Background: an optimization exercise with open tools, aiming at small area, a short achievable clock period and few clock cycles per item. Do not read the settings as production practice.
Only simulation tests tie the RTL to the original design; equivalence was not proved.

## q16_16_fixed_point_alu
module q16_16_fixed_point_alu #(
	parameter int FRAC_BITS = 16
) (
	input  wire logic                            clk,
	input  wire logic                            arst_n,
	input  wire logic                            in_valid,
	output logic                                 in_ready,
	input  wire logic [q16alu_pkg::CMD_W-1:0]    cmd,
	input  wire logic signed [q16alu_pkg::DATA_W-1:0] operand_a,
	input  wire logic signed [q16alu_pkg::DATA_W-1:0] operand_b,
	output logic                                 out_valid,
	input  wire logic                            out_ready,
	output logic signed [q16alu_pkg::DATA_W-1:0] result,
	output logic                                 divide_by_zero
);
	localparam logic [2:0] CMD_MUL   = 3'd0;
	localparam logic [2:0] CMD_DIV   = 3'd1;
	localparam logic [2:0] CMD_SIGN  = 3'd2;
	localparam logic [2:0] CMD_FLOOR = 3'd3;
	localparam logic [2:0] CMD_CEIL  = 3'd4;
	localparam logic [2:0] CMD_ROUND = 3'd5;
	localparam logic [2:0] CMD_ABS   = 3'd6;
	logic        s_pre, s_div, s_fin, s_mul;	 
	logic [5:0]  cnt;
	logic        neg;
	logic        c_one, c_two, c_neg;	 
	logic [33:0] R;
	logic [31:0] Q, D;
	logic        dz, ov;
	logic [33:0] X, Y, S;
	logic        sub, bit_in;
	logic [33:0] dsx;
	assign bit_in = !cnt[5] && Q[31];
	assign dsx    = {{2{D[31]}}, D};
	assign S      = X + (Y ^ {34{sub}}) + {33'd0, sub};
	logic x_div, x_sh, x_r, y_q, y_d, y_2d;
	always_comb begin
		x_div = s_div;
		x_sh  = s_mul && cnt <= 6'd8;
		x_r   = !(s_div || x_sh || s_fin);
		X = ({34{x_div}} & {R[32:0], bit_in})
		  | ({34{x_sh}}  & {{2{R[33]}}, R[33:2]})
		  | ({34{x_r}}   & R);
		y_q  = s_pre || s_fin;
		y_d  = s_div || (s_mul && c_one);
		y_2d = s_mul && c_two;
		Y = ({34{y_q}}  & {2'b0, Q})
		  | ({34{y_d}}  & dsx)
		  | ({34{y_2d}} & {dsx[32:0], 1'b0});
		sub = (s_pre && Q[31]) || (s_fin && neg) || (s_div && (!R[33] ^ D[31])) || (s_mul && c_neg);
	end
	logic [15:0] fr, inc;
	logic        a_zero, b_zero, fr_nz, up, triv, dz_in;
	logic [31:0] tv;
	always_comb begin
		fr     = operand_a[15:0];
		inc    = operand_a[31:16] + 16'd1;
		a_zero = operand_a == '0;
		b_zero = operand_b == '0;
		fr_nz  = fr != '0;
		up     = fr[15] && (!operand_a[31] || fr[14:0] != '0);
		dz_in  = (cmd == CMD_DIV) && b_zero;
		triv   = !(cmd == CMD_ABS || (cmd[2:1] == 2'b00 && !a_zero && !b_zero));
  ...
Size in the first run: ~110 flip-flops, roughly 110 I/O pins, about 9900 µm² of cells after synthesis.
Settings: LEC_CHECK=0, CAP_MARGIN=20, CORE_MARGIN=2, CORE_UTILIZATION=40, SETUP_SLACK_MARGIN=5, SLEW_MARGIN=20; clock period 10.0 ns.
run.sh (not shown) runs the stock make flow with config.mk's settings and CLKGATE_MAP_FILE= SYNTH_SCRIPT=/design/flow/synth_recipe.tcl, a recipe that flattens the netlist after the stock synthesis.
Testbench counts at the start, summed over its fixed seeds: cycles 151,301, items 24,000.
Rerun with:
==> flow/flow/run.sh (new file) <==
#!/bin/bash
set -euo pipefail
bash standard.sh SETUP_SLACK_MARGIN=5.5 finish > flow_make.log 2>&1
==> flow/standard.sh (new file) <==
#!/bin/bash
# synth_recipe.tcl (not shown) runs the flow's synth.tcl, then flattens the netlist and writes it again
# the make line also repeats each setting of config.mk as NAME=value (left out here)
make -C /OpenROAD-flow-scripts/flow DESIGN_CONFIG=/design/flow/config.mk WORK_HOME=/design/flow/orfs CLKGATE_MAP_FILE= SYNTH_SCRIPT=/design/flow/synth_recipe.tcl "${@:-finish}"
removed: flow/run.sh
The changed run ran to the end with no violations.
Hold slack is worse by 0.0077 ns.
Wire length goes up by 1.8%.
Via count goes up by 0.87%.
Flip-flop and latch count does not change.
Utilization goes up by 2.0 points.
Design area goes up by 4.1%.
Setup slack is better by 0.44 ns.
Non-clock buffer count goes up by 25.
Final cell count goes up by 1.7%.

* * *

## east
Another version of the RTL of q16_16_fixed_point_alu (not shown whole).
Size: ~1500 cells after synthesis, about 120 flip-flops.
==> flow/config.mk <==
export PLATFORM = sky130hd
export DESIGN_NAME = q16_16_fixed_point_alu
export DESIGN_NICKNAME = q16_16_fixed_point_alu
export VERILOG_FILES = /design/flow/design.v
export SDC_FILE = /design/flow/constraint.sdc
export NUM_CORES = 4
export LEC_CHECK = 0
export CAP_MARGIN = 20
export CORE_MARGIN = 2
export CORE_UTILIZATION = 40
export SETUP_SLACK_MARGIN = 5
export SLEW_MARGIN = 20
==> flow/constraint.sdc <==
create_clock -name core_clock -period 10.0 [get_ports {clk}]
set_input_delay 2.0000 -clock core_clock [delete_from_list [all_inputs] [get_ports {clk}]]
set_output_delay 2.0000 -clock core_clock [all_outputs]
set_load 0.01 [all_outputs]
standard.sh (not shown) runs the stock make flow with config.mk's settings and CLKGATE_MAP_FILE= SYNTH_SCRIPT=/design/flow/synth_recipe.tcl, a recipe that flattens the netlist after the stock synthesis.
==> flow/flow/run.sh <==
#!/bin/bash
set -euo pipefail
bash standard.sh SETUP_SLACK_MARGIN=5.5 finish > flow_make.log 2>&1
east reached the final stage; the timing, design-rule and antenna checks on its layout passed.
Testbench counts of east, summed over its fixed seeds: cycles 143,300, items 24,000.
Edits applied to the flow inputs when going from east to middle:
==> flow/run.sh (new file) <==
#!/bin/bash
# synth_recipe.tcl (not shown) runs the flow's synth.tcl, then flattens the netlist and writes it again
# the make line also repeats each setting of config.mk as NAME=value (left out here)
make -C /OpenROAD-flow-scripts/flow DESIGN_CONFIG=/design/flow/config.mk WORK_HOME=/design/flow/orfs CLKGATE_MAP_FILE= SYNTH_SCRIPT=/design/flow/synth_recipe.tcl finish
removed: flow/flow/run.sh
removed: flow/standard.sh
==> run summary <==
Min growth of design area from synthesis to finish across east and middle: middle. Of east and middle, the run reporting the lower routed wire length was middle. Side by side, transition time at the pin with the least slew margin turned out higher in middle than in east. From east to middle the numbers moved as follows: clock network area share rose by 0.30 points; post-detailed-route via-to-cell ratio fell by 0.11.

* * *

q16_16_fixed_point_alu, a different RTL version from the one above (not shown whole).
Size in the first run: roughly 120 flip-flops, about 110 I/O pins.
## q16_16_fixed_point_alu
module q16_16_fixed_point_alu #(
	parameter int FRAC_BITS = 16
) (
	input  wire logic                            clk,
	input  wire logic                            arst_n,
	input  wire logic                            in_valid,
	output logic                                 in_ready,
	input  wire logic [q16alu_pkg::CMD_W-1:0]    cmd,
	input  wire logic signed [q16alu_pkg::DATA_W-1:0] operand_a,
	input  wire logic signed [q16alu_pkg::DATA_W-1:0] operand_b,
	output logic                                 out_valid,
	input  wire logic                            out_ready,
	output logic signed [q16alu_pkg::DATA_W-1:0] result,
	output logic                                 divide_by_zero
);
clock: 10.0 ns
lec_check: 0
cap_margin: 20
core_margin: 2
core_utilization: 40
setup_slack_margin: 5
slew_margin: 20
==> flow/flow/run.sh <==
#!/bin/bash
set -euo pipefail
bash standard.sh SETUP_SLACK_MARGIN=5.5 finish > flow_make.log 2>&1
The first run produced a clean layout.
Testbench counts at the start, summed over its fixed seeds: cycles 145,842, items 24,000.
Change:
==> flow/flow/run.sh (replaced) <==
#!/bin/bash
set -euo pipefail
bash standard.sh SETUP_SLACK_MARGIN=5.7 finish > flow_make.log 2>&1
Via count grows by 0.77%.
Clock-buffer cell count goes down by 6.

-- re-timing with driven ports --
How much do the figures lean on ideal ports? The routed layouts below were timed once more, with nothing changed but the port constraints. Step 1, drivers: a clkbuf_16 drives clk and a buf_2 each remaining input, both assumed. Step 2 adds t to the input delays and takes it off the output delays; t is the mean of the earliest and latest rising clock arrival at the registers after step 1. Input paths then give back, and output paths get back, about the clock's delay inside the block. a / b / c = ideal / step 1 / step 2; a / b = the first two.
run | t (ns) | setup slack, ns | worst data-port slew with drivers (ns)
the first run of note 1 | 0.471 | 5.112 / 5.083 / 4.701 | 0.04
the second run of note 1 | 0.471 | 5.556 / 5.513 / 5.110 | 0.04
east | 0.472 | 5.511 / 5.481 / 5.138 | 0.04
middle | 0.461 | 5.104 / 5.078 / 4.747 | 0.04
the first run of note 3 | 0.479 | 5.441 / 5.441 / 5.142 | 0.06
the second run of note 3 | 0.477 | 5.594 / 5.585 / 5.247 | 0.05
After both steps every run listed still meets setup and hold. The setup slack of the second run of note 1, which loses most, moves by -0.043 ns with the drivers and by -0.446 ns with both steps.
